This is an optimization exercise on Yosys and OpenROAD, whose aim is small area, a short achievable clock period and few clock cycles, not a production implementation. RTL that was checked went through simulation tests only; none was proved equivalent to the original. Only the layout flow was run in runs 2 and 3; the RTL was not checked for function there. Power is estimated from default activity; no workload was simulated.

## flow/design.v (module list and top-level ports; edited modules follow where they fit)
// module fa_cell: 11 lines
// module ha_cell: 10 lines
// module bsel_cell: 11 lines
// module mac_b: 653 lines
// module mac_c: 84 lines
// module lenet_top: 274 lines
module lenet_top
(
    input  wire                     clk,
    input  wire                     rst,
    input  wire lenet_pkg::mem_wr_t img_wr,
    input  wire lenet_pkg::kernel_t kernel,
    input  wire                     start,
    output logic                    busy,
    output logic                    finish,
    output lenet_pkg::pool_result_t result
);
  // ...
==> flow/flow/run.sh <==
#!/bin/bash
set -euo pipefail
MARGIN=6.7
sed "s/\"\${@:-finish}\"/SETUP_SLACK_MARGIN=${MARGIN} BUFFER_PORTS_ARGS='-buffer_cell sky130_fd_sc_hd__buf_2' \"\${@:-finish}\"/" standard.sh > standard_margin.sh
grep -q "SETUP_SLACK_MARGIN=${MARGIN}" standard_margin.sh
bash standard_margin.sh synth > standard_synth.log 2>&1
openroad -no_init -exit flow/downsize.tcl > downsize.log 2>&1
bash standard_margin.sh > standard_margin.log 2>&1
==> flow/flow/downsize.tcl <==
# swap oversized combinational cells of the synthesized netlist for their
# smallest drive strength (same function); registers are not touched
set res orfs/results/$::env(FLOW_PLATFORM)/lenet_top/base
read_liberty $::env(FLOW_HOME)/platforms/$::env(FLOW_PLATFORM)/lib/sky130_fd_sc_hd__tt_025C_1v80.lib
read_db $res/1_synth.odb
set swaps {sky130_fd_sc_hd__a22oi_2 sky130_fd_sc_hd__a22oi_1}
set n 0
foreach inst [get_cells *] {
  set master [get_property [get_lib_cells -of_objects $inst] name]
  if {[dict exists $swaps $master]} {
    replace_cell $inst [dict get $swaps $master]
    incr n
  }
}
puts "downsized $n cells"
write_db $res/1_synth.odb
==> flow/standard.sh <==
#!/bin/bash
# synth_recipe.tcl (not shown) runs the flow's synth.tcl, then flattens the netlist and writes it again
# the make line also repeats each setting of config.mk as NAME=value (left out here)
make -C /OpenROAD-flow-scripts/flow DESIGN_CONFIG=/design/flow/config.mk WORK_HOME=/design/flow/orfs CLKGATE_MAP_FILE= SYNTH_SCRIPT=/design/flow/synth_recipe.tcl "${@:-finish}"
==> flow/config.mk <==
export PLATFORM = sky130hd
export DESIGN_NAME = lenet_top
export DESIGN_NICKNAME = lenet_top
export VERILOG_FILES = /design/flow/design.v
export SDC_FILE = /design/flow/constraint.sdc
export NUM_CORES = 4
export LEC_CHECK = 0
export CAP_MARGIN = 20
export CORE_MARGIN = 2
export CORE_UTILIZATION = 40
export CTS_CLUSTER_DIAMETER = 80
export CTS_CLUSTER_SIZE = 30
export SLEW_MARGIN = 20
export SYNTH_HIERARCHICAL = 1
export SYNTH_MINIMUM_KEEP_SIZE = 0
==> flow/constraint.sdc <==
create_clock -name core_clock -period 10.0 [get_ports {clk}]
set_input_delay 2.0000 -clock core_clock [delete_from_list [all_inputs] [get_ports {clk}]]
set_output_delay 2.0000 -clock core_clock [all_outputs]
set_load 0.01 [all_outputs]
==> metrics.log, run 1 <==
INFO  metric status = timing/DRC/antenna clean
INFO  metric fin_ws = 6.69 ns
INFO  metric port_buffers = 162
INFO  metric timing.rr.end = rb1_q[25]
INFO  metric dieArea = 0.167 mm^2
INFO  metric critical_path.max_fanout = 16
INFO  metric globalRoute.totalOverflow = 0
INFO  metric finalHoldViolCount = 0
INFO  metric cp-endpoint = rb1_q[25]
INFO  metric final_area = 0.0712 mm^2
INFO  metric critical-path-top-delay-family = adder cells
INFO  metric ctsLongestPathBuffers = 3
INFO  metric worstPathRequired = 10.62 ns
INFO  metric pwr.group.combinational = 0.0130 W
INFO  metric mostFrequentLayoutCell = sky130_fd_sc_hd__xnor2_1
INFO  metric detail_route.wl_per_cell = 29.7 um
INFO  metric critical-path-top-cell-by-count = sky130_fd_sc_hd__fa_1
INFO  metric register_area = 0.0285 mm^2
INFO  metric setup_tns = 0 ns
INFO  metric power_density = 333 mW/mm^2
INFO  metric worst_hold_path_type = reg -> reg
INFO  metric crit_arrival = 3.93 ns
INFO  metric top_register = img
INFO  metric rows = 148
INFO  metric critPathLaunchType = register
INFO  metric grt_antenna_before_repair = 15
INFO  metric placed_cell_area = 0.0675 mm^2
Testbench counts, summed over its fixed seeds: cycles 9,456.
==> module lenet_top, before the edit <==
module lenet_top
(
    input  wire                     clk,
    input  wire                     rst,
    input  wire lenet_pkg::mem_wr_t img_wr,
    input  wire lenet_pkg::kernel_t kernel,
    input  wire                     start,
    output logic                    busy,
    output logic                    finish,
    output lenet_pkg::pool_result_t result
);
    localparam int ACC_W = 20;
    logic       running;
    logic       a_act;       
    logic [1:0] rp;          
    logic [2:0] col;         
    logic       a_last;
    logic       rest1;       
    logic       rest2;
    logic       shift;
    lenet_pkg::mem_wr_t wr_q;    
    logic       b_vld, c_vld, d_vld, e_vld;
    logic       b_last, c_last, d_last, e_last;
    logic [1:0] e_rp;        
    logic [2:0] e_col;
    assign a_last = a_act && rp == 2'd2 && col == 3'd5;
    assign shift  = (a_act && rp == 2'd2) || rest1 || rest2;
    always_ff @(posedge clk)
    begin
        if (rst)
        begin
            running <= 1'b0;
            a_act   <= 1'b0;
            rest1   <= 1'b0;
            rest2   <= 1'b0;
            b_vld   <= 1'b0;
            c_vld   <= 1'b0;
            d_vld   <= 1'b0;
            e_vld   <= 1'b0;
            b_last  <= 1'b0;
            c_last  <= 1'b0;
            d_last  <= 1'b0;
            e_last  <= 1'b0;
            finish  <= 1'b0;
        end
        else
        begin
            rest1  <= a_last;
            rest2  <= rest1;
            b_vld  <= a_act;
            c_vld  <= b_vld;
            d_vld  <= c_vld;
            e_vld  <= d_vld;
            b_last <= a_last;
            c_last <= b_last;
            d_last <= c_last;
            e_last <= d_last;
            finish <= e_last;
            if (!running)
            begin
                running <= start;
                a_act   <= start;
                b_vld   <= start && !wr_q.en;
            end
            else
            begin
                if (a_last)
                    a_act <= 1'b0;
                if (e_last)
                    running <= 1'b0;
            end
        end
    end
    always_ff @(posedge clk)
    begin
        if (rst || !running)
        begin
            rp  <= (!rst && !running && start && !wr_q.en) ? 2'd1 : 2'd0;
            col <= '0;
        end
        else if (a_act)
        begin
            rp <= rp + 2'd1;
            if (rp == 2'd2)
            begin
                rp  <= '0;
                col <= col + 3'd1;
            end
        end
    end
    always_ff @(posedge clk)
    begin
        if (!running)
        begin
            e_rp  <= '0;
            e_col <= '0;
        end
        else if (e_vld)
        begin
            e_rp <= e_rp + 2'd1;
            if (e_rp == 2'd2)
            begin
                e_rp  <= '0;
                e_col <= e_col + 3'd1;
            end
        end
    end
    assign busy = running;
    logic [8-1:0] img [64];
    always_ff @(posedge clk)
        wr_q <= img_wr;
    genvar gi;
    generate
        for (gi = 0; gi < 64; gi++)
        begin : g_img
            always_ff @(posedge clk)
            begin
                if (wr_q.en && wr_q.addr == gi)
                    img[gi] <= wr_q.data;
                else if (shift)
                    img[gi] <= img[(gi & 56) | ((gi + 1) & 7)];
            end
        end
    endgenerate
    logic [8:0][3:0]   one_q, two_q, neg_q;
    logic [ACC_W-1:0]  krow_q;
    logic [8:0][8:0]   wx;       
    always_comb
        for (int t = 0; t < 9; t++)
            wx[t] = {kernel.weight[t], 1'b0};
    always_ff @(posedge clk)
    begin
        for (int t = 0; t < 9; t++)
            for (int i = 0; i < 4; i++)
            begin
                one_q[t][i] <= wx[t][2 * i + 1] ^ wx[t][2 * i];
                two_q[t][i] <= (wx[t][2 * i + 2] & ~wx[t][2 * i + 1] & ~wx[t][2 * i])
                             | (~wx[t][2 * i + 2] & wx[t][2 * i + 1] & wx[t][2 * i]);
                neg_q[t][i] <= wx[t][2 * i + 2];
            end
    end
    localparam logic [ACC_W-1:0] KCONST = ACC_W'(-15 * (2 ** 9 + 2 ** 11 + 2 ** 13 + 2 ** 15));
    logic [3:0]        cnt_q [4];
    logic [3:0]        ncnt [4];
    logic [ACC_W-1:0]  kx_q;
    always_ff @(posedge clk)
        kx_q <= ACC_W'({{(ACC_W - 12){kernel.bias[7]}}, kernel.bias, 4'b0}) + KCONST;
    genvar gd;
    generate
        for (gd = 0; gd < 4; gd++)
        begin : g_cnt
            logic [8:0] b;
            logic       s0, s1, s2, c0, c1, c2, s3, c3, s4, c4, h1, hc, h2, h3;
            always_comb
                for (int t = 0; t < 9; t++)
                    b[t] = wx[t][2 * gd + 2];
            fa_cell f0_i (.a(b[0]), .b(b[1]), .c(b[2]), .s(s0), .co(c0));
            fa_cell f1_i (.a(b[3]), .b(b[4]), .c(b[5]), .s(s1), .co(c1));
            fa_cell f2_i (.a(b[6]), .b(b[7]), .c(b[8]), .s(s2), .co(c2));
            fa_cell f3_i (.a(s0), .b(s1), .c(s2), .s(s3), .co(c3));
            fa_cell f4_i (.a(c0), .b(c1), .c(c2), .s(s4), .co(c4));
            ha_cell h0_i (.a(c3), .b(s4), .s(h1), .co(hc));
            ha_cell h1_i (.a(c4), .b(hc), .s(h2), .co(h3));
            always_ff @(posedge clk)
                cnt_q[gd] <= {h3, h2, h1, s3};
            assign ncnt[gd] = ~cnt_q[gd];
        end
    endgenerate
    always_ff @(posedge clk)
        krow_q <= kx_q
                + (ACC_W'(cnt_q[0]))       + (ACC_W'(cnt_q[1]) << 2)
                + (ACC_W'(cnt_q[2]) << 4)  + (ACC_W'(cnt_q[3]) << 6)
                + (ACC_W'(ncnt[0]) << 9)   + (ACC_W'(ncnt[1]) << 11)
                + (ACC_W'(ncnt[2]) << 13)  + (ACC_W'(ncnt[3]) << 15);
    logic [8-1:0] win [4][3];
    always_ff @(posedge clk)
    begin
        for (int k = 0; k < 3; k++)
        begin
            for (int i = 0; i < 2; i++)
                win[i][k] <= (rp == 2'd0) ? img[i * 8 + k] : win[i + 2][k];
            for (int i = 2; i < 4; i++)
                case (rp)
                    2'd0:    win[i][k] <= img[(i    ) * 8 + k];
                    2'd1:    win[i][k] <= img[(i + 2) * 8 + k];
                    default: win[i][k] <= img[(i + 4) * 8 + k];
                endcase
        end
    end
    logic [8:0][7:0] p0, p1;
    always_comb
    begin
        for (int t = 0; t < 9; t++)
        begin
            p0[t] = win[t / 3][t % 3];
            p1[t] = win[t / 3 + 1][t % 3];
        end
    end
    logic [74-1:0] rb0, rb1, rb0_q, rb1_q;
    mac_b mb0_i (.p(p0), .one(one_q), .two(two_q), .neg(neg_q), .r(rb0));
    mac_b mb1_i (.p(p1), .one(one_q), .two(two_q), .neg(neg_q), .r(rb1));
    always_ff @(posedge clk)
    begin
        rb0_q <= rb0;
        rb1_q <= rb1;
    end
    logic [ACC_W-1:0] sa0, sb0, sa1, sb1;
    logic [ACC_W-1:4] sa0_q, sb0_q, sa1_q, sb1_q;
    logic             cy0_q, cy1_q;
    logic [4:0]       lo0, lo1;
    mac_c mc0_i (.r(rb0_q), .k(krow_q), .sa(sa0), .sb(sb0));
    mac_c mc1_i (.r(rb1_q), .k(krow_q), .sa(sa1), .sb(sb1));
    assign lo0 = 5'(sa0[3:0]) + 5'(sb0[3:0]);
    assign lo1 = 5'(sa1[3:0]) + 5'(sb1[3:0]);
    always_ff @(posedge clk)
    begin
        sa0_q <= sa0[ACC_W-1:4];
        sb0_q <= sb0[ACC_W-1:4];
        sa1_q <= sa1[ACC_W-1:4];
        sb1_q <= sb1[ACC_W-1:4];
        cy0_q <= lo0[4];
        cy1_q <= lo1[4];
    end
    function automatic logic [6:0] clamp(input logic [ACC_W-5:0] a);
        if (a[ACC_W-5])
            clamp = 7'd0;
        else if (|a[ACC_W-6:7])
            clamp = 7'd127;
        else
            clamp = a[6:0];
    endfunction
    logic [ACC_W-4:0] e0, e1;
    logic [6:0]       c0_q, c1_q;
    assign e0 = {sa0_q, cy0_q} + {sb0_q, cy0_q};
    assign e1 = {sa1_q, cy1_q} + {sb1_q, cy1_q};
    always_ff @(posedge clk)
    begin
        c0_q <= clamp(e0[ACC_W-4:1]);
        c1_q <= clamp(e1[ACC_W-4:1]);
    end
    logic [6:0] pm, t0, t1, t2, bm;
    logic       g01, g0t, g1t;
    always_comb
    begin
        g01 = c0_q > c1_q;
        g0t = c0_q > t2;
        g1t = c1_q > t2;
        pm  = g01 ? c0_q : c1_q;
        if (g01 && g0t)
            bm = c0_q;
        else if (!g01 && g1t)
            bm = c1_q;
        else
            bm = t2;
    end
    always_ff @(posedge clk)
    begin
        t0 <= pm;
        t1 <= t0;
        t2 <= t1;
    end
    logic [6:0] res [9];
    generate
        for (gi = 0; gi < 9; gi++)
        begin : g_res
            always_ff @(posedge clk)
            begin
                if (e_vld && e_col[0] && e_rp == gi / 3 && e_col[2:1] == gi % 3)
                    res[gi] <= bm;
            end
            assign result.value[gi] = {1'b0, res[gi]};
        end
    endgenerate
endmodule
==> run 2: changes to the inputs <==
--- a/flow/design.v
+++ b/flow/design.v
@@ -810,7 +810,6 @@
     logic       rest1;       
     logic       rest2;
     logic       shift;
-    lenet_pkg::mem_wr_t wr_q;    
     logic       b_vld, c_vld, d_vld, e_vld;
     logic       b_last, c_last, d_last, e_last;
     logic [1:0] e_rp;        
@@ -852,7 +851,7 @@
             begin
                 running <= start;
                 a_act   <= start;
-                b_vld   <= start && !wr_q.en;
+                b_vld   <= start;
             end
             else
             begin
@@ -867,7 +866,7 @@
     begin
         if (rst || !running)
         begin
-            rp  <= (!rst && !running && start && !wr_q.en) ? 2'd1 : 2'd0;
+            rp  <= (!rst && !running && start) ? 2'd1 : 2'd0;
             col <= '0;
         end
         else if (a_act)
@@ -899,16 +898,14 @@
     end
     assign busy = running;
     logic [8-1:0] img [64];
-    always_ff @(posedge clk)
-        wr_q <= img_wr;
     genvar gi;
     generate
         for (gi = 0; gi < 64; gi++)
         begin : g_img
             always_ff @(posedge clk)
             begin
-                if (wr_q.en && wr_q.addr == gi)
-                    img[gi] <= wr_q.data;
+                if (img_wr.en && img_wr.addr == gi)
+                    img[gi] <= img_wr.data;
                 else if (shift)
                     img[gi] <= img[(gi & 56) | ((gi + 1) & 7)];
             end
--- a/flow/config.mk
+++ b/flow/config.mk
@@ -8,8 +8,6 @@
 export CAP_MARGIN = 20
 export CORE_MARGIN = 2
 export CORE_UTILIZATION = 40
-export CTS_CLUSTER_DIAMETER = 80
-export CTS_CLUSTER_SIZE = 30
 export SLEW_MARGIN = 20
 export SYNTH_HIERARCHICAL = 1
 export SYNTH_MINIMUM_KEEP_SIZE = 0
==> metrics.log, run 2 <==
INFO  metric status = timing/DRC/antenna clean
INFO  metric gr-usage-all-layers = 24.6%
INFO  metric commonest_non_fill_non_tap_cells_in_the_layout = 664 x sky130_fd_sc_hd__xnor2_1, 613 x sky130_fd_sc_hd__fa_1, 577 x sky130_fd_sc_hd__edfxtp_1, 552 x sky130_fd_sc_hd__a22oi_1, 477 x sky130_fd_sc_hd__mux2_2
INFO  metric rows = 148 (unchanged)
INFO  metric h-tree-depth = 3
INFO  metric power.ir.vdd_worst = 0.000245 V
INFO  metric fp.dieW = 408 um
INFO  metric port_buffers = 162 (unchanged)
INFO  metric die_h = 408 um
INFO  metric ctsLongestPathBuffers = 3 (unchanged)
INFO  metric worstPathRequired = 10.68 ns (+0.06 ns)
INFO  metric netSwitchingPower = 0.0105 W
INFO  metric top_register = img
INFO  metric power_density = 342 mW/mm^2 (+2.5%)
INFO  metric largest_reg_flops = 512
INFO  metric syn_area_per_cell = 13.2 um^2
INFO  metric first_pass_grt_wire_length = 297 mm
INFO  metric first_pass_iters = 6
INFO  metric worst_hold_path_type = reg -> reg
INFO  metric core_region_area = 0.162 mm^2
INFO  metric critical_path_class = reg -> reg
INFO  metric globalRoute.totalOverflow = 0 (unchanged)
INFO  metric drt_drc_violations_left = 0
INFO  metric worst_setup_path_end_kind = register
INFO  metric start_util = 40.2%
INFO  metric whs_path_depth = 0
INFO  metric final_max_slew_viol_count = 0
INFO  metric detailroute.via_count = 41800
INFO  metric tritoncts = built
INFO  metric internal_reg_to_reg_setup_slack = 6.66 ns
INFO  metric insertion_delay = 0.81 ns
INFO  metric synthesis.yosys.warnings = 12
INFO  metric finalSetupViolCount = 0
INFO  metric switching_share = 42.1%
INFO  metric mostFrequentLayoutCell = sky130_fd_sc_hd__xnor2_1
INFO  metric biggestRegsByFlops = img: 512 flops, win: 96 flops
INFO  metric logic_gate_share_of_total_power = 53.7%
INFO  metric fin_ws = 6.66 ns (-0.0281 ns)
INFO  metric finalHoldViolCount = 0 (unchanged)
INFO  metric critPathLaunchType = register
INFO  metric grt_antenna_before_repair = 14 (-1)
INFO  metric clock-skew-final = 0.0777 ns
INFO  metric vias_in_the_first_global_route = 43600
INFO  metric rsz0062_at_grt = true
INFO  metric synth_area = 0.0653 mm^2
INFO  metric routabilityCongestion = 0.979
INFO  metric final_layout_size_suffix_gt1_share = 26.5%
INFO  metric numClockSinks = 1096
INFO  metric part_of_the_power_in_the_clock_network = 18.5%
INFO  metric fin_crit_sh = 33.4%
INFO  metric power_report.internal_total = 0.0145 W
INFO  metric pin_count_of_the_biggest_net_entering_global_routing = 75
INFO  metric post_synth_inst_count = 4931
INFO  metric cts_clk_pin_slew_worst_paths = 0.06 ns
INFO  metric timing.rr.end = rb1_q[26]
INFO  metric p_leak = 26.1 nW
INFO  metric worst_slack_at_placement = 5.65 ns
INFO  metric detail_route.wl_per_cell = 28.8 um (-3.3%)
INFO  metric share_seq_of_total_power = 27.8%
INFO  metric via_density = 5.77
INFO  metric crit_arrival = 4.02 ns (+0.09 ns)
INFO  metric design.portCount = 172
INFO  metric tightest_slew = 1.03 ns
INFO  metric final_util = 45.0%
INFO  metric post_cts_hold_buffer_count = 0
INFO  metric setup_tns = 0 ns (unchanged)
INFO  metric detailedPlacementHpwl = 147 mm
INFO  metric final_period_minus_worst_setup_slack = 3.34 ns
INFO  metric dieArea = 0.167 mm^2 (-0.54%)
INFO  metric wirelength = 209 mm
INFO  metric ant_nets = 0
INFO  metric timing.reg2reg.worst_path_depth = 6
INFO  metric timing.max_cap.violations = 0
INFO  metric drt_iter0_drc = 4702
INFO  metric timing.rr.start = two_q[32]
INFO  metric fmax = 0.299 GHz
INFO  metric critical_path.max_fanout = 16 (unchanged)
INFO  metric holdPathEnd = t1[5]
INFO  metric layout_nets = 5818
INFO  metric clock-root-buffer = sky130_fd_sc_hd__clkbuf_16
INFO  metric cts_buffers = 121
INFO  metric synthToLayoutAreaGrowth = 12.0%
INFO  metric hold_start = t0[5]
INFO  metric maxSlewHeadroom = 30.8%
-- run 2: routing by layer --
metal  global-route usage (%)  part of all wire, %
met1                     31.3                   39
met4                     12.0                  5.1
met2                     37.7                   45
met5                    0.230                0.053
met3                     7.90                   11
-- run 2: power groups by stage --
stage / combinational (W) / clock [W] / sequential [W]
6_report: 0.0134 / 0.00463 / 0.00694
5_1_grt: 0.0146 / 0.00490 / 0.00698
4_1_cts: 0.0130 / 0.00471 / 0.00692
3_5_place_dp: 0.0129 / 0 / 0.00699
3_3_place_gp: 0.0127 / 0 / 0.00698
2_1_floorplan: 0.0127 / 0 / 0.00657
-- run 2: cell type report --
cell class / count / area (um^2)
inverter: 50 / 188
antenna: 4 / 10.0
timing repair buffer: 248 / 1580
fill: 14600 / 89300
clock buffer: 173 / 3560
sequential: 1096 / 28100
tap: 2175 / 2720
multi-input combinational: 3451 / 36300
clock inverter: 57 / 684
-- run 2: worst max-delay path by stage --
stage | slack, ns | endpoint | start
4_1_cts | 6.64 | result[33] | res[4][1]
6_report | 6.66 | rb1_q[26] | two_q[32]
3_3_place_gp | 5.65 | img[0][4] | img_wr[13]
5_1_grt | 6.64 | result[3] | res[8][3]
3_5_place_dp | 5.65 | img[0][7] | img_wr[13]
2_1_floorplan | 6.43 | img[11][3] | img_wr[10]
-- run 2: timing repair --
item / CTS / global route
endpoints found under the setup margin: 439 / 243
pin swaps: 2 / 2
setup buffers: 11 / 17
gates resized for setup: 195 / 100
-- run 2: worst max-delay path: stages, from the launching register on --
cell	delay [ns]
sky130_fd_sc_hd__dfxtp_2	0.62
sky130_fd_sc_hd__a22oi_1	0.15
sky130_fd_sc_hd__xnor2_1	0.24
sky130_fd_sc_hd__fa_1	0.48
sky130_fd_sc_hd__fa_1	0.63
sky130_fd_sc_hd__fa_1	0.48
sky130_fd_sc_hd__fa_2	0.62
-- run 2: stage by stage --
stage / hold slack (ns) / power, W / cell area, um^2 / cells
2_1_floorplan: 0.310 / 0.0193 / 66300 / 4941
3_3_place_gp: 0.310 / 0.0196 / 68000 / 6991
3_5_place_dp: 0.312 / 0.0199 / 68000 / 6991
4_1_cts: 0.325 / 0.0246 / 72700 / 7232
5_1_grt: 0.332 / 0.0265 / 73100 / 7252
6_report: 0.325 / 0.0250 / 73100 / 7254
==> run 3: changes to the inputs <==
==> flow/flow/downsize.tcl (replaced) <==
# Resize cells of the synthesized netlist before the layout (same functions,
# other drive strengths); the timing repair steps resize further as needed.
#  - the Booth-select gates that synthesis sized _2 get their _1 size
#  - the kernel-encoding and window registers, which each drive about 16
#    Booth-select gates, get the strongest flip-flop of their type
set res orfs/results/$::env(FLOW_PLATFORM)/lenet_top/base
read_liberty $::env(FLOW_HOME)/platforms/$::env(FLOW_PLATFORM)/lib/sky130_fd_sc_hd__tt_025C_1v80.lib
read_db $res/1_synth.odb
set n 0
set m 0
foreach inst [get_cells *] {
  set master [get_property [get_lib_cells -of_objects $inst] name]
  if {$master eq "sky130_fd_sc_hd__a22oi_2"} {
    replace_cell $inst sky130_fd_sc_hd__a22oi_1
    incr n
  } elseif {$master eq "sky130_fd_sc_hd__dfxtp_1" &&
            [regexp {^(one_q|two_q|neg_q|win)\[} [get_full_name $inst]]} {
    replace_cell $inst sky130_fd_sc_hd__dfxtp_4
    incr m
  }
}
puts "downsized $n Booth-select gates, upsized $m registers"
write_db $res/1_synth.odb
--- a/flow/config.mk
+++ b/flow/config.mk
@@ -8,6 +8,8 @@
 export CAP_MARGIN = 20
 export CORE_MARGIN = 2
 export CORE_UTILIZATION = 40
+export CTS_CLUSTER_DIAMETER = 80
+export CTS_CLUSTER_SIZE = 30
 export SLEW_MARGIN = 20
 export SYNTH_HIERARCHICAL = 1
 export SYNTH_MINIMUM_KEEP_SIZE = 0
==> metrics.log, run 3 <==
INFO  metric ctsLongestPathBuffers = 3 (unchanged)
INFO  metric first_pass_iters = 6 (unchanged)
INFO  metric critPathLaunch = img_wr[9]
INFO  metric timing.rr.start = win[7][4]
INFO  metric clock-root-buffer = sky130_fd_sc_hd__clkbuf_16
INFO  metric final_layout_size_suffix_gt1_share = 25.7% (-0.78 points)
INFO  metric start_util = 40.2% (-0.076 points)
INFO  metric cp-endpoint = img[25][4]
INFO  metric routabilityCongestion = 1.01 (+2.8%)
INFO  metric cts_clk_pin_slew_worst_paths = 0.09 ns (+0.03 ns)
INFO  metric dieArea = 0.169 mm^2 (+1.2%)
INFO  metric synthToLayoutAreaGrowth = 8.68%
INFO  metric worstPathRequired = 10.37 ns (-0.31 ns)
INFO  metric commonest_non_fill_non_tap_cells_in_the_layout = 664 x sky130_fd_sc_hd__xnor2_1, 621 x sky130_fd_sc_hd__fa_1, 577 x sky130_fd_sc_hd__edfxtp_1, 552 x sky130_fd_sc_hd__a22oi_1, 477 x sky130_fd_sc_hd__mux2_2
INFO  metric status = timing/DRC/antenna clean
INFO  metric pin_count_of_the_biggest_net_entering_global_routing = 68 (-9.3%)
INFO  metric vias_in_the_first_global_route = 42200 (-3.2%)
INFO  metric tritoncts = built
INFO  metric rows = 149 (+0.68%)
INFO  metric fin_ws = 6.69 ns (+0.0300 ns)
INFO  metric finalHoldViolCount = 0 (unchanged)
INFO  metric timing.reg2reg.worst_path_depth = 7 (+1)
INFO  metric post_synth_inst_count = 4931 (unchanged)
INFO  metric port_buffers = 162 (unchanged)
INFO  metric detailroute.via_count = 41300 (-1.3%)
INFO  metric drt_iter0_drc = 4522 (-3.8%)
INFO  metric worst_setup_path_end_kind = register
INFO  metric fillers = 14800 (+1.6%)
INFO  metric syn_area_per_cell = 13.4 um^2 (+1.2%)
INFO  metric power.ir.vdd_worst = 0.000216 V (-12%)
INFO  metric first_pass_grt_wire_length = 296 mm (-0.52%)
INFO  metric rsz0062_at_grt = true
INFO  metric fp.dieW = 411 um (+0.58%)
INFO  metric core_region_area = 0.165 mm^2 (+1.4%)
INFO  metric maxSlewHeadroom = 27.7% (-3.1 points)
INFO  metric gr-usage-all-layers = 24.3% (-0.32 points)
INFO  metric final_max_slew_viol_count = 0 (unchanged)
INFO  metric detail_route.wl_per_cell = 29.2 um (+1.5%)
INFO  metric crit_arrival = 3.69 ns (-0.33 ns)
INFO  metric globalRoute.totalOverflow = 0 (unchanged)
INFO  metric biggestRegsByFlops = img: 512 flops, win: 96 flops
INFO  metric timing.max_cap.violations = 0 (unchanged)
INFO  metric p_leak = 25.2 nW (-3.2%)
INFO  metric setup_tns = 0 ns (unchanged)
INFO  metric wirelength = 208 mm (about the same)
INFO  metric synthesis.yosys.warnings = 12 (unchanged)
INFO  metric register_area = 0.0285 mm^2 (+1.2%)
INFO  metric critical_path_class = in -> reg
INFO  metric timing.rr.end = rb1_q[13]
INFO  metric post_cts_hold_buffer_count = 0 (unchanged)
INFO  metric multi_input_gate_area = 0.0362 mm^2 (-0.10%)
INFO  metric largest_reg_flops = 512 (unchanged)
INFO  metric fin_crit_sh = 33.1% (-0.30 points)
INFO  metric final_period_minus_worst_setup_slack = 3.31 ns (-0.0300 ns)
INFO  metric worst_slack_at_placement = 5.66 ns (+0.00867 ns)
INFO  metric power_density = 332 mW/mm^2 (-2.9%)
INFO  metric h-tree-depth = 3 (unchanged)
INFO  metric ant_nets = 0 (unchanged)
INFO  metric internal_reg_to_reg_setup_slack = 6.70 ns (+0.04 ns)
INFO  metric insertion_delay = 0.75 ns (-0.06 ns)
INFO  metric grt_antenna_before_repair = 15 (+1)
INFO  metric cts_buffers = 75 (-38%)
INFO  metric via_density = 5.78 (+0.25%)
INFO  metric fmax = 0.302 GHz (+0.91%)
INFO  metric critical_path.max_fanout = 9 (-7)
INFO  metric detailedPlacementHpwl = 149 mm (+0.86%)
INFO  metric numClockSinks = 1096 (unchanged)
INFO  metric tightest_slew = 1.08 ns (+0.0537 ns)
INFO  metric finalSetupViolCount = 0 (unchanged)
INFO  metric clock-skew-final = 0.0726 ns (-0.00508 ns)
INFO  metric drt_drc_violations_left = 0 (unchanged)
INFO  metric layout_nets = 5737 (-1.4%)
INFO  metric synth_area = 0.0661 mm^2 (+1.2%)
INFO  metric die_h = 411 um (+0.58%)
INFO  metric mostFrequentLayoutCell = sky130_fd_sc_hd__xnor2_1
INFO  metric critPathLaunchType = input pin
INFO  metric worst_hold_path_type = reg -> reg
INFO  metric top_register = img
INFO  metric design.portCount = 172 (unchanged)
## run 3: worst max-delay path, stage by stage
cell and delay [ns]:
sky130_fd_sc_hd__buf_2 0.18, sky130_fd_sc_hd__nand2b_4 0.18, sky130_fd_sc_hd__nor2_1 0.51, sky130_fd_sc_hd__nand2_1 0.41, sky130_fd_sc_hd__nand2_1 0.39
## run 3: final cells by class
class                      count  area share [%]
timing repair buffer         213            1.83
sequential                  1096            39.7
inverter                      50           0.261
antenna                        2         0.00697
clock inverter                58            1.37
multi-input combinational   3451            50.4
tap                         2189            3.81
clock buffer                  80            2.64
## run 3: repair_timing
action | in CTS | in global routing
setup endpoints to repair | 463 | 344
pin swaps | 2 | 0
gates resized for setup | 11 | 15
setup buffers | 6 | 25
## run 3: where the power goes
| part | leakage (nW) | internal [W] | switching (W) |
|---|---|---|---|
| clock | 1.36 | 0.00159 | 0.00196 |
| combinational | 14.2 | 0.00573 | 0.00753 |
| sequential | 9.65 | 0.00597 | 0.00108 |
## run 3: how the worst min path moves through the flow
| stage | start | endpoint | slack (ns) | cells after the start |
|---|---|---|---|---|
| 5_1_grt | t1[2] | t2[2] | 0.34 | 0 |
| 6_report | t0[3] | t1[3] | 0.33 | 0 |
| 3_5_place_dp | t1[3] | t2[3] | 0.31 | 0 |
| 4_1_cts | t1[4] | t2[4] | 0.33 | 0 |
| 2_1_floorplan | t0[0] | t1[0] | 0.31 | 0 |
| 3_3_place_gp | t1[2] | t2[2] | 0.31 | 0 |
## run 3: per-layer routing
metal	part of all wire [%]	wire [um]	track usage (%)
met1	39	81400	31.1
met2	46	94900	38.0
met3	11	22300	7.19
met4	4.6	9670	10.7
met5	0.045	93	0
## run 3: per-stage QoR
step	cells	instance area (um^2)	total power, W	util [%]	hold slack (ns)
global placement	6967	68500	0.0197	41.6	0.310
finish	7139	71800	0.0239	43.6	0.334
global route	7137	71800	0.0254	43.6	0.339
CTS	7111	71500	0.0235	43.4	0.335
floorplan	4941	67100	0.0193	-	0.310
detailed placement	6967	68500	0.0199	41.6	0.312
==> run 4: changes to the inputs <==
--- a/flow/design.v
+++ b/flow/design.v
@@ -810,6 +810,7 @@
     logic       rest1;       
     logic       rest2;
     logic       shift;
+    lenet_pkg::mem_wr_t wr_q;    
     logic       b_vld, c_vld, d_vld, e_vld;
     logic       b_last, c_last, d_last, e_last;
     logic [1:0] e_rp;        
@@ -851,7 +852,7 @@
             begin
                 running <= start;
                 a_act   <= start;
-                b_vld   <= start;
+                b_vld   <= start && !wr_q.en;
             end
             else
             begin
@@ -866,7 +867,7 @@
     begin
         if (rst || !running)
         begin
-            rp  <= (!rst && !running && start) ? 2'd1 : 2'd0;
+            rp  <= (!rst && !running && start && !wr_q.en) ? 2'd1 : 2'd0;
             col <= '0;
         end
         else if (a_act)
@@ -898,14 +899,16 @@
     end
     assign busy = running;
     logic [8-1:0] img [64];
+    always_ff @(posedge clk)
+        wr_q <= img_wr;
     genvar gi;
     generate
         for (gi = 0; gi < 64; gi++)
         begin : g_img
             always_ff @(posedge clk)
             begin
-                if (img_wr.en && img_wr.addr == gi)
-                    img[gi] <= img_wr.data;
+                if (wr_q.en && wr_q.addr == gi)
+                    img[gi] <= wr_q.data;
                 else if (shift)
                     img[gi] <= img[(gi & 56) | ((gi + 1) & 7)];
             end
--- a/flow/config.mk
+++ b/flow/config.mk
@@ -7,9 +7,10 @@
 export LEC_CHECK = 0
 export CAP_MARGIN = 20
 export CORE_MARGIN = 2
-export CORE_UTILIZATION = 40
+export CORE_UTILIZATION = 55
 export CTS_CLUSTER_DIAMETER = 80
 export CTS_CLUSTER_SIZE = 30
+export PLACE_DENSITY = 0.68
 export SLEW_MARGIN = 20
 export SYNTH_HIERARCHICAL = 1
 export SYNTH_MINIMUM_KEEP_SIZE = 0
==> metrics.log, run 4 <==
INFO  metric numClockSinks = 1111 (+1.4%)
INFO  metric placed_cell_area = 0.0674 mm^2 (-1.7%)
INFO  metric power_density = 326 mW/mm^2 (-1.8%)
INFO  metric grt_antenna_before_repair = 10 (-5)
INFO  metric start_util = 55.4% (+15 points)
INFO  metric wirelength = 200 mm (-4.3%)
INFO  metric clock-root-buffer = sky130_fd_sc_hd__clkbuf_16
INFO  metric gr-usage-all-layers = 32.3% (+8.0 points)
INFO  metric finalHoldViolCount = 0 (unchanged)
INFO  metric detailroute.via_count = 41300 (+0.21%)
INFO  metric core_region_area = 0.120 mm^2 (-27%)
INFO  metric insertion_delay = 0.73 ns (-0.02 ns)
INFO  metric critPathLaunchType = register
INFO  metric crit_arrival = 3.74 ns (+0.05 ns)
INFO  metric die_h = 352 um (-14%)
INFO  metric maxSlewHeadroom = 27.1% (-0.67 points)
INFO  metric first_pass_grt_wire_length = 287 mm (-3.0%)
INFO  metric power.ir.vdd_worst = 0.000215 V (-0.79%)
INFO  metric fmax = 0.300 GHz (-0.77%)
INFO  metric worstPathRequired = 10.40 ns (+0.03 ns)
INFO  metric holdPathEnd = t1[4]
INFO  metric fillers = 9522 (-36%)
INFO  metric worst_hold_path_type = reg -> reg
INFO  metric fin_crit_sh = 33.4% (+0.26 points)
INFO  metric first_pass_iters = 8 (+2)
INFO  metric detailedPlacementHpwl = 143 mm (-3.8%)
INFO  metric cts_buffers = 58 (-23%)
INFO  metric post_synth_inst_count = 4940 (+0.18%)
INFO  metric hold_start = t0[4]
INFO  metric whs_path_depth = 0 (unchanged)
INFO  metric pin_count_of_the_biggest_net_entering_global_routing = 65 (-4.4%)
INFO  metric timing.rr.end = res[2][6]
INFO  metric vias_in_the_first_global_route = 43000 (+1.8%)
INFO  metric register_area = 0.0288 mm^2 (+1.1%)
INFO  metric drt_iter0_drc = 4536 (+0.31%)
INFO  metric rows = 127 (-15%)
INFO  metric clock-skew-final = 0.0437 ns (-0.0290 ns)
INFO  metric final_max_slew_viol_count = 0 (unchanged)
INFO  metric setup_tns = 0 ns (unchanged)
INFO  metric biggestRegsByFlops = img: 512 flops, win: 96 flops
INFO  metric dieArea = 0.124 mm^2 (-27%)
INFO  metric syn_area_per_cell = 13.5 um^2 (+0.36%)
INFO  metric internal_reg_to_reg_setup_slack = 6.66 ns (-0.04 ns)
INFO  metric status = timing/DRC/antenna clean
INFO  metric rsz0062_at_grt = true
INFO  metric worst_setup_path_end_kind = register
INFO  metric synth_area = 0.0665 mm^2 (+0.55%)
INFO  metric final_period_minus_worst_setup_slack = 3.34 ns (+0.0257 ns)
INFO  metric timing.max_cap.violations = 0 (unchanged)
INFO  metric synthToLayoutAreaGrowth = 4.89%
INFO  metric finalSetupViolCount = 0 (unchanged)
INFO  metric critical_path_class = reg -> reg
INFO  metric via_density = 6.34 (+9.7%)
INFO  metric layout_nets = 5707 (-0.52%)
INFO  metric ctsLongestPathBuffers = 3 (unchanged)
INFO  metric post_cts_hold_buffer_count = 0 (unchanged)
INFO  metric timing.rr.start = c1_q[1]
INFO  metric top_register = img
INFO  metric multi_input_gate_area = 0.0355 mm^2 (-2.1%)
INFO  metric detail_route.wl_per_cell = 30.6 um (+4.8%)
INFO  metric synthesis.yosys.warnings = 12 (unchanged)
INFO  metric tightest_slew = 1.09 ns (+0.00177 ns)
INFO  metric final_layout_size_suffix_gt1_share = 22.9% (-2.7 points)
INFO  metric critical_path.max_fanout = 15 (+6)
INFO  metric design.portCount = 172 (unchanged)
INFO  metric commonest_non_fill_non_tap_cells_in_the_layout = 669 x sky130_fd_sc_hd__xnor2_1, 626 x sky130_fd_sc_hd__fa_1, 577 x sky130_fd_sc_hd__edfxtp_1, 565 x sky130_fd_sc_hd__mux2_2, 553 x sky130_fd_sc_hd__a22oi_1
INFO  metric mostFrequentLayoutCell = sky130_fd_sc_hd__xnor2_1
INFO  metric timing.reg2reg.worst_path_depth = 10 (+3)
INFO  metric p_leak = 24.5 nW (-2.7%)
INFO  metric port_buffers = 162 (unchanged)
INFO  metric largest_reg_flops = 512 (unchanged)
INFO  metric routabilityCongestion = 0.994 (-1.2%)
INFO  metric tritoncts = built
INFO  metric final_area = 0.0697 mm^2 (-3.0%)
INFO  metric fp.dieW = 352 um (-14%)
INFO  metric globalRoute.totalOverflow = 0 (unchanged)
INFO  metric h-tree-depth = 2 (-1)
INFO  metric ant_nets = 0 (unchanged)
INFO  metric cts_clk_pin_slew_worst_paths = 0.11 ns (+0.02 ns)
INFO  metric drt_drc_violations_left = 0 (unchanged)
run 4: cell types whose count changed in the layout (fill, tap and decap cells not counted), moves of 11 or more:
| cell | previous run | this run |
|---|---|---|
| sky130_fd_sc_hd__buf_4 | 39 | 28 |
| sky130_fd_sc_hd__clkbuf_16 | 75 | 59 |
| sky130_fd_sc_hd__mux2_2 | 477 | 565 |
| sky130_fd_sc_hd__mux2_4 | 89 | 0 |
| sky130_fd_sc_hd__nand2_1 | 345 | 377 |
| sky130_fd_sc_hd__nand2_2 | 45 | 0 |
| sky130_fd_sc_hd__nor2_1 | 45 | 61 |
| sky130_fd_sc_hd__nor2_4 | 17 | 0 |
| sky130_fd_sc_hd__o21ai_4 | 12 | 0 |
run 4: where the power goes:
group          leakage (nW)  internal, W  total, W  switching [W]
sequential             9.78      0.00602   0.00711        0.00108
combinational          13.7      0.00551    0.0127        0.00715
clock                  1.02      0.00125   0.00298        0.00172
run 4: area by class of cell:
class / instances / share of cell area [%]
clock buffers: 68 / 2.17
well taps: 1612 / 2.89
repair buffers: 194 / 1.57
clock inverters: 39 / 0.923
diodes: 4 / 0.0144
inverters: 48 / 0.258
multi-input cells: 3444 / 50.9
flip-flops and latches: 1111 / 41.3
run 4: worst max path at each step:
stage               start     endpoint  slack (ns)
2_1_floorplan  kernel[57]  cnt_q[0][2]        6.60
3_3_place_gp   kernel[59]  cnt_q[1][2]        6.36
3_5_place_dp   kernel[59]  cnt_q[1][2]        6.34
4_1_cts           c1_q[1]    res[2][6]        6.58
5_1_grt           c1_q[1]    res[2][4]        6.43
6_report          c1_q[1]    res[2][6]        6.66
run 4: timing repair:
action,4_1_cts,5_1_grt
setup buffers,0,13
gates resized for setup,3,8
pin swaps,0,1
endpoints found under the setup margin,112,100
run 4: critical path: stages, from the launching register on:
cell                       delay (ns)
sky130_fd_sc_hd__dfxtp_1         0.40
sky130_fd_sc_hd__inv_1           0.06
sky130_fd_sc_hd__ha_1            0.29
sky130_fd_sc_hd__nor2b_1         0.12
sky130_fd_sc_hd__o21ai_0         0.07
sky130_fd_sc_hd__nand2b_1        0.07
sky130_fd_sc_hd__a21oi_1         0.06
sky130_fd_sc_hd__o21ai_0         0.34
sky130_fd_sc_hd__nand2_1         0.41
sky130_fd_sc_hd__or2_2           0.50
sky130_fd_sc_hd__a21oi_1         0.69
run 4: per-stage QoR:
stage          hold WS (ns)  instances  power (W)  setup slack [ns]  utilization (%)
2_1_floorplan         0.310       4950     0.0193              6.60                -
4_1_cts               0.336       6503     0.0224              6.58             57.9
3_3_place_gp          0.310       6396     0.0191              6.36             56.1
6_report              0.336       6520     0.0227              6.66             58.1
5_1_grt               0.342       6518     0.0242              6.43             58.1
3_5_place_dp          0.312       6396     0.0194              6.34             56.1
run 4: routing by layer:
layer  global-route usage [%]  wire length (um)  part of all wire (%)
met1                     41.0             74200                    37
met2                     50.5             91100                    46
met3                     9.80             22400                    11
met4                     15.6             11600                   5.8
met5                    0.863               300                  0.15
Testbench counts of run 4, summed over its fixed seeds: cycles 9,456.
==> run 5: changes to the inputs <==
--- a/flow/flow/run.sh
+++ b/flow/flow/run.sh
@@ -1,6 +1,6 @@
 #!/bin/bash
 set -euo pipefail
-MARGIN=6.7
+MARGIN=6.76
 sed "s/\"\${@:-finish}\"/SETUP_SLACK_MARGIN=${MARGIN} BUFFER_PORTS_ARGS='-buffer_cell sky130_fd_sc_hd__buf_2' \"\${@:-finish}\"/" standard.sh > standard_margin.sh
 grep -q "SETUP_SLACK_MARGIN=${MARGIN}" standard_margin.sh
 bash standard_margin.sh synth > standard_synth.log 2>&1
--- a/flow/config.mk
+++ b/flow/config.mk
@@ -7,10 +7,9 @@
 export LEC_CHECK = 0
 export CAP_MARGIN = 20
 export CORE_MARGIN = 2
-export CORE_UTILIZATION = 55
+export CORE_UTILIZATION = 40
 export CTS_CLUSTER_DIAMETER = 80
 export CTS_CLUSTER_SIZE = 30
-export PLACE_DENSITY = 0.68
 export SLEW_MARGIN = 20
 export SYNTH_HIERARCHICAL = 1
 export SYNTH_MINIMUM_KEEP_SIZE = 0
==> metrics.log, run 5 <==
INFO  metric commonest_non_fill_non_tap_cells_in_the_layout = 670 x sky130_fd_sc_hd__xnor2_1, 610 x sky130_fd_sc_hd__fa_1, 577 x sky130_fd_sc_hd__edfxtp_1, 565 x sky130_fd_sc_hd__mux2_2, 553 x sky130_fd_sc_hd__a22oi_1
INFO  metric post_cts_hold_buffer_count = 0 (unchanged)
INFO  metric detailroute.via_count = 41600 (+0.67%)
INFO  metric worstPathRequired = 10.61 ns (+0.21 ns)
INFO  metric routabilityCongestion = 0.954 (-4.0%)
INFO  metric power.ir.vdd_worst = 0.000211 V (-1.9%)
INFO  metric maxSlewHeadroom = 26.3% (-0.76 points)
INFO  metric via_density = 5.77 (-9.0%)
INFO  metric routed.top_layer = met5
INFO  metric holdPathEnd = t1[6]
INFO  metric gr-usage-all-layers = 24.2% (-8.1 points)
INFO  metric globalRoute.totalOverflow = 0 (unchanged)
INFO  metric netSwitchingPower = 0.0103 W (+3.7%)
INFO  metric critPathLaunchType = register
INFO  metric crit_path_cell_trace = buf_6 > a22oi_1 > xnor2_1 > fa_1 > fa_1 > fa_1 > fa_1
INFO  metric drt_drc_violations_left = 0 (unchanged)
INFO  metric met2_wirelength = 96.5 mm (+5.9%)
INFO  metric layout_nets = 5819 (+2.0%)
INFO  metric pin_count_of_the_biggest_net_entering_global_routing = 73 (+12%)
INFO  metric tightest_slew = 1.09 ns (+0.00818 ns)
INFO  metric die_h = 412 um (+17%)
INFO  metric critPathSlowestCell = sky130_fd_sc_hd__fa_1
INFO  metric final_layout_size_suffix_gt1_share = 25.3% (+2.4 points)
INFO  metric rsz0062_at_grt = true
INFO  metric detail_route.wl_per_cell = 29.2 um (-4.6%)
INFO  metric finalHoldViolCount = 0 (unchanged)
INFO  metric dieArea = 0.169 mm^2 (+37%)
INFO  metric first_pass_grt_wire_length = 296 mm (+3.2%)
INFO  metric cts_buffers = 68 (+17%)
INFO  metric detailedPlacementHpwl = 149 mm (+3.9%)
INFO  metric timing.max_cap.violations = 0 (unchanged)
INFO  metric power_report.internal_total = 0.0132 W (+3.3%)
INFO  metric part_of_the_power_in_the_clock_network = 14.4% (+1.3 points)
INFO  metric cp.buffers_inverters = 1 (unchanged)
INFO  metric placed_cell_area = 0.0681 mm^2 (+1.1%)
INFO  metric final_util = 43.7% (-14 points)
INFO  metric synth_area = 0.0665 mm^2 (unchanged)
INFO  metric syn_area_per_cell = 13.5 um^2 (unchanged)
INFO  metric critPathLaunch = win[3][4]
INFO  metric largest_reg_flops = 512 (unchanged)
INFO  metric fmax = 0.302 GHz (+0.82%)
INFO  metric vias_in_the_first_global_route = 42800 (-0.48%)
INFO  metric internal_reg_to_reg_setup_slack = 6.69 ns (+0.03 ns)
INFO  metric timing.reg2reg.worst_path_depth = 7 (-3)
INFO  metric rows = 149 (+17%)
INFO  metric fin_crit_sh = 33.1% (-0.27 points)
INFO  metric tritoncts = built
INFO  metric crit_arrival = 3.92 ns (+0.18 ns)
INFO  metric critical_path_class = reg -> reg
INFO  metric logic_gate_share_of_total_power = 55.8% (about the same)
INFO  metric worst_setup_path_end_kind = register
INFO  metric status = timing/DRC/antenna clean
INFO  metric ant_nets = 0 (unchanged)
INFO  metric worst_hold_path_type = reg -> reg
INFO  metric port_buffers = 162 (unchanged)
INFO  metric cts_clk_pin_slew_worst_paths = 0.10 ns (about the same)
INFO  metric top_register = img
INFO  metric first_pass_iters = 9 (+1)
INFO  metric power_density = 326 mW/mm^2 (about the same)
INFO  metric finalSetupViolCount = 0 (unchanged)
INFO  metric wirelength = 211 mm (+5.6%)
INFO  metric core_region_area = 0.165 mm^2 (+38%)
INFO  metric met3RoutedLength = 21.6 mm (-3.4%)
INFO  metric final_max_slew_viol_count = 0 (unchanged)
INFO  metric critical-path-top-cell-by-count = sky130_fd_sc_hd__fa_1
INFO  metric critical-path-top-delay-family = adder cells
INFO  metric ctsLongestPathBuffers = 3 (unchanged)
INFO  metric grt_antenna_before_repair = 12 (+2)
INFO  metric biggestRegsByFlops = img: 512 flops, win: 96 flops
INFO  metric h-tree-depth = 3 (+1)
INFO  metric final_area = 0.0721 mm^2 (+3.4%)
INFO  metric timing.rr.start = win[3][4]
INFO  metric clock-root-buffer = sky130_fd_sc_hd__clkbuf_16
INFO  metric whs_path_depth = 0 (unchanged)
INFO  metric hold_start = t0[6]
INFO  metric mostFrequentLayoutCell = sky130_fd_sc_hd__xnor2_1
INFO  metric synthToLayoutAreaGrowth = 8.46%
INFO  metric synthesis.yosys.warnings = 12 (unchanged)
INFO  metric insertion_delay = 0.75 ns (+0.02 ns)
INFO  metric p_leak = 25.4 nW (+3.3%)
INFO  metric wl_met1 = 81.5 mm (+9.9%)
INFO  metric critPathMaxStageDelay = 0.71 ns (+0.02 ns)
INFO  metric share_seq_of_total_power = 29.9% (-1.3 points)
INFO  metric timing.rr.end = rb1_q[58]
INFO  metric post_synth_inst_count = 4940 (unchanged)
INFO  metric design.portCount = 172 (unchanged)
INFO  metric fin_ws = 6.69 ns (+0.0272 ns)
INFO  metric drt_iter0_drc = 4259 (-6.1%)
INFO  metric setup_tns = 0 ns (unchanged)
INFO  metric clock-skew-final = 0.0569 ns (+0.0133 ns)
INFO  metric switching_share = 43.9% (+0.091 points)
INFO  metric final_period_minus_worst_setup_slack = 3.31 ns (-0.0272 ns)
INFO  metric worst_slack_at_placement = 6.35 ns (+0.00885 ns)
INFO  metric fp.dieW = 412 um (+17%)
INFO  metric critical_path.max_fanout = 9 (-6)
INFO  metric ant_cells = 0 (-4)
INFO  metric start_util = 40.3% (-15 points)
INFO  metric numClockSinks = 1111 (unchanged)
==> run 5: final cells by class <==
class                   instances  area, um^2
fillers                     15000       92900
multi-input cells            3444       35500
flip-flops and latches       1111       28800
well taps                    2189        2740
repair buffers                296        2180
clock buffers                  75        1760
clock inverters                50         897
inverters                      48         180
==> run 5: power by group through the flow <==
stage	registers, W	clock network [W]	logic [W]
2_1_floorplan	0.00665	0	0.0126
3_3_place_gp	0.00717	0	0.0122
3_5_place_dp	0.00718	0	0.0124
4_1_cts	0.00707	0.00346	0.0125
5_1_grt	0.00707	0.00361	0.0145
6_report	0.00702	0.00339	0.0131
==> run 5: worst max-delay path by stage <==
stage | cells past startpoint | slack [ns] | endpoint
finish | 7 | 6.69 | rb1_q[58]
floorplan | 4 | 6.60 | cnt_q[0][2]
global route | 1 | 6.67 | result[52]
global placement | 5 | 6.36 | cnt_q[1][2]
detailed placement | 5 | 6.35 | cnt_q[1][2]
CTS | 1 | 6.67 | result[52]
==> run 5: timing repair <==
action,CTS,global route
setup endpoints to repair,71,169
pin swaps,1,7
setup buffers,4,109
gates resized for setup,5,29
hold endpoints to repair,0,0
==> run 5: through the flow <==
stage | total power [W] | instances | hold slack (ns)
after floorplan | 0.0193 | 4950 | 0.310
after global placement | 0.0194 | 6973 | 0.311
after detailed placement | 0.0196 | 6975 | 0.312
after CTS | 0.0230 | 7104 | 0.333
after global routing | 0.0251 | 7213 | 0.342
final | 0.0235 | 7213 | 0.333
==> run 5: routing by layer <==
layer  global-route usage [%]  vias up
met4                     10.8       10
met3                     6.64      711
met2                     38.2     2260
met1                     31.0    21200
met5                        0        -
li1                         -    17400
==> run 6: changes to the inputs <==
--- a/flow/flow/run.sh
+++ b/flow/flow/run.sh
@@ -1,6 +1,6 @@
 #!/bin/bash
 set -euo pipefail
-MARGIN=6.76
+MARGIN=6.7
 sed "s/\"\${@:-finish}\"/SETUP_SLACK_MARGIN=${MARGIN} BUFFER_PORTS_ARGS='-buffer_cell sky130_fd_sc_hd__buf_2' \"\${@:-finish}\"/" standard.sh > standard_margin.sh
 grep -q "SETUP_SLACK_MARGIN=${MARGIN}" standard_margin.sh
 bash standard_margin.sh synth > standard_synth.log 2>&1
==> metrics.log, run 6 <==
INFO  metric design.portCount = 172 (unchanged)
INFO  metric worst_hold_path_type = reg -> reg
INFO  metric internal_reg_to_reg_setup_slack = 6.72 ns (+0.03 ns)
INFO  metric die_h = 412 um (unchanged)
INFO  metric final_util = 43.1% (-0.62 points)
INFO  metric wirelength = 208 mm (-1.5%)
INFO  metric drt_drc_violations_left = 0 (unchanged)
INFO  metric ctsLongestPathBuffers = 3 (unchanged)
INFO  metric pin_count_of_the_biggest_net_entering_global_routing = 73 (unchanged)
INFO  metric timing.max_cap.violations = 0 (unchanged)
INFO  metric routed.top_layer = met5
INFO  metric tightest_slew = 1.09 ns (-0.000577 ns)
INFO  metric clock-root-buffer = sky130_fd_sc_hd__clkbuf_16
INFO  metric syn_area_per_cell = 13.5 um^2 (unchanged)
INFO  metric stdcell_count = 7123 (-1.2%)
INFO  metric globalRoute.totalOverflow = 0 (unchanged)
INFO  metric power_density = 328 mW/mm^2 (+0.54%)
INFO  metric crit_arrival = 3.87 ns (-0.05 ns)
INFO  metric detailedPlacementHpwl = 149 mm (unchanged)
INFO  metric wl_met1 = 80.8 mm (-0.91%)
INFO  metric worstPathRequired = 10.59 ns (-0.02 ns)
INFO  metric first_pass_iters = 7 (-2)
INFO  metric fmax = 0.305 GHz (+0.81%)
INFO  metric met2_wirelength = 95.6 mm (-0.86%)
INFO  metric status = timing/DRC/antenna clean
INFO  metric maxSlewHeadroom = 26.3% (+0.039 points)
INFO  metric critical_path_class = reg -> reg
INFO  metric setup_tns = 0 ns (unchanged)
INFO  metric core_region_area = 0.165 mm^2 (unchanged)
INFO  metric h-tree-depth = 3 (unchanged)
INFO  metric port_buffers = 162 (unchanged)
INFO  metric clock-skew-final = 0.0568 ns (-0.000183 ns)
INFO  metric commonest_non_fill_non_tap_cells_in_the_layout = 670 x sky130_fd_sc_hd__xnor2_1, 622 x sky130_fd_sc_hd__fa_1, 577 x sky130_fd_sc_hd__edfxtp_1, 565 x sky130_fd_sc_hd__mux2_2, 553 x sky130_fd_sc_hd__a22oi_1
INFO  metric tritoncts = built
INFO  metric cts_clk_pin_slew_worst_paths = 0.09 ns (about the same)
INFO  metric grt_antenna_before_repair = 11 (-1)
INFO  metric synthesis.yosys.warnings = 12 (unchanged)
INFO  metric vias_in_the_first_global_route = 42700 (-0.049%)
INFO  metric dieArea = 0.169 mm^2 (unchanged)
INFO  metric rsz0062_at_grt = true
INFO  metric mostFrequentLayoutCell = sky130_fd_sc_hd__xnor2_1
INFO  metric biggestRegsByFlops = img: 512 flops, win: 96 flops
INFO  metric critPathLaunchType = register
INFO  metric worst_setup_path_end_kind = register
INFO  metric first_pass_grt_wire_length = 296 mm (about the same)
INFO  metric dp.cells = 6975 (unchanged)
INFO  metric timing.rr.start = win[6][7]
INFO  metric final_area = 0.0711 mm^2 (-1.4%)
INFO  metric finalHoldViolCount = 0 (unchanged)
INFO  metric detailroute.via_count = 41400 (-0.61%)
INFO  metric detail_route.wl_per_cell = 29.2 um (-0.22%)
INFO  metric numClockSinks = 1111 (unchanged)
INFO  metric post_cts_hold_buffer_count = 0 (unchanged)
INFO  metric power.ir.vdd_worst = 0.000194 V (-7.7%)
INFO  metric post_synth_inst_count = 4940 (unchanged)
INFO  metric via_density = 5.81 (+0.64%)
INFO  metric routabilityCongestion = 0.954 (unchanged)
INFO  metric synth_area = 0.0665 mm^2 (unchanged)
INFO  metric met3RoutedLength = 20.9 mm (-3.2%)
INFO  metric worst_slack_at_placement = 6.35 ns (unchanged)
INFO  metric top_register = img
INFO  metric fp.dieW = 412 um (unchanged)
INFO  metric critical_path.max_fanout = 15 (+6)
INFO  metric gr-usage-all-layers = 24.2% (about the same)
INFO  metric finalSetupViolCount = 0 (unchanged)
INFO  metric largest_reg_flops = 512 (unchanged)
INFO  metric rows = 149 (unchanged)
INFO  metric synthToLayoutAreaGrowth = 6.93%
INFO  metric layout_nets = 5727 (-1.6%)
INFO  metric p_leak = 24.8 nW (-2.1%)
INFO  metric start_util = 40.3% (unchanged)
INFO  metric final_period_minus_worst_setup_slack = 3.28 ns (-0.0267 ns)
INFO  metric fin_ws = 6.72 ns (+0.0267 ns)
INFO  metric placed_cell_area = 0.0681 mm^2 (unchanged)
INFO  metric fin_crit_sh = 32.8% (-0.27 points)
INFO  metric hold_start = t0[6]
INFO  metric ant_nets = 0 (unchanged)
INFO  metric insertion_delay = 0.75 ns (about the same)
INFO  metric cts_buffers = 68 (unchanged)
INFO  metric drt_iter0_drc = 4318 (+1.4%)
INFO  metric critPathLaunch = win[6][7]
INFO  metric final_max_slew_viol_count = 0 (unchanged)
INFO  metric final_layout_size_suffix_gt1_share = 23.7% (-1.7 points)
## run 6: cell type report
type,count,area [um^2]
diodes,2,5.00
clock buffers,75,1760
clock inverters,50,897
fillers,15000,93900
inverters,48,180
multi-input cells,3444,35500
flip-flops and latches,1111,28800
well taps,2189,2740
repair buffers,204,1200
## run 6: per-stage QoR
stage / total power [W] / hold slack, ns
6_report: 0.0233 / 0.333
5_1_grt: 0.0249 / 0.342
4_1_cts: 0.0230 / 0.333
3_5_place_dp: 0.0196 / 0.312
3_3_place_gp: 0.0194 / 0.311
2_1_floorplan: 0.0193 / 0.310
## run 6: report_power, final
| part | internal (W) | switching, W | total (W) |
|---|---|---|---|
| Combinational | 0.00554 | 0.00731 | 0.0128 |
| Clock | 0.00150 | 0.00188 | 0.00338 |
| Sequential | 0.00602 | 0.00107 | 0.00710 |
## run 6: final timing paths
kind / endpoint / depth (start not counted)
worst max-delay path: rb0_q[47] / 6
worst min-delay path: t1[6] / 0
worst max register to register: rb0_q[47] / 6
worst min register to register: t1[6] / 0
## run 6: repair_timing
item / in CTS / in global routing
pin swaps: 0 / 1
setup buffers: 1 / 20
resized for setup: 3 / 16
endpoints found under the setup margin: 15 / 107
## run 6: metal layers
layer | vias to the layer above | global-route usage (%)
li1 | 17300 | -
met1 | 21200 | 31.0
met2 | 2255 | 38.2
met3 | 689 | 6.62
met4 | 6 | 10.8
met5 | - | 0
## run 6: worst max-delay path, stage by stage (launching register included)
cell and delay [ns]:
sky130_fd_sc_hd__dfxtp_4 0.56, sky130_fd_sc_hd__a22oi_1 0.18, sky130_fd_sc_hd__xnor2_1 0.18, sky130_fd_sc_hd__fa_1 0.53, sky130_fd_sc_hd__fa_1 0.60, sky130_fd_sc_hd__fa_1 0.64, sky130_fd_sc_hd__fa_1 0.42

[what the ideal ports hide]
No port has a modelled driver above. Below, the same layouts with a new extraction and two added sets of constraints. Step 1 sets driving cells, clkbuf_16 on the clock port and buf_2 on the other inputs (assumed; they add their load-dependent delay and slew). Step 2, shift: input delay + t, output delay - t, t = (earliest + latest rising clock arrival at the registers) / 2. This alone moves slack from input paths to output paths. Slacks: no drivers / after step 1 / after step 2; pairs: no drivers / after step 1.
| run | t (ns) | setup WS [ns] | worst setup path at the end | cell pins on the clock port's net |
|---|---|---|---|---|
| run 1 | 0.808 | 6.686 / 6.627 / 6.270 | input to register | 1 |
| run 2 | 0.853 | 6.658 / 6.631 / 5.835 | input to register | 1 |
| run 3 | 0.796 | 6.688 / 6.631 / 5.905 | input to register | 1 |
| run 4 | 0.787 | 6.662 / 6.650 / 6.343 | input to register | 1 |
| run 5 | 0.809 | 6.690 / 6.635 / 6.337 | input to register | 1 |
| run 6 | 0.807 | 6.716 / 6.632 / 6.340 | input to register | 1 |
After both steps setup and hold are still met in every run listed. For run 2, which loses most, drivers alone change the setup slack by -0.027 ns; drivers and shift together by -0.823 ns.
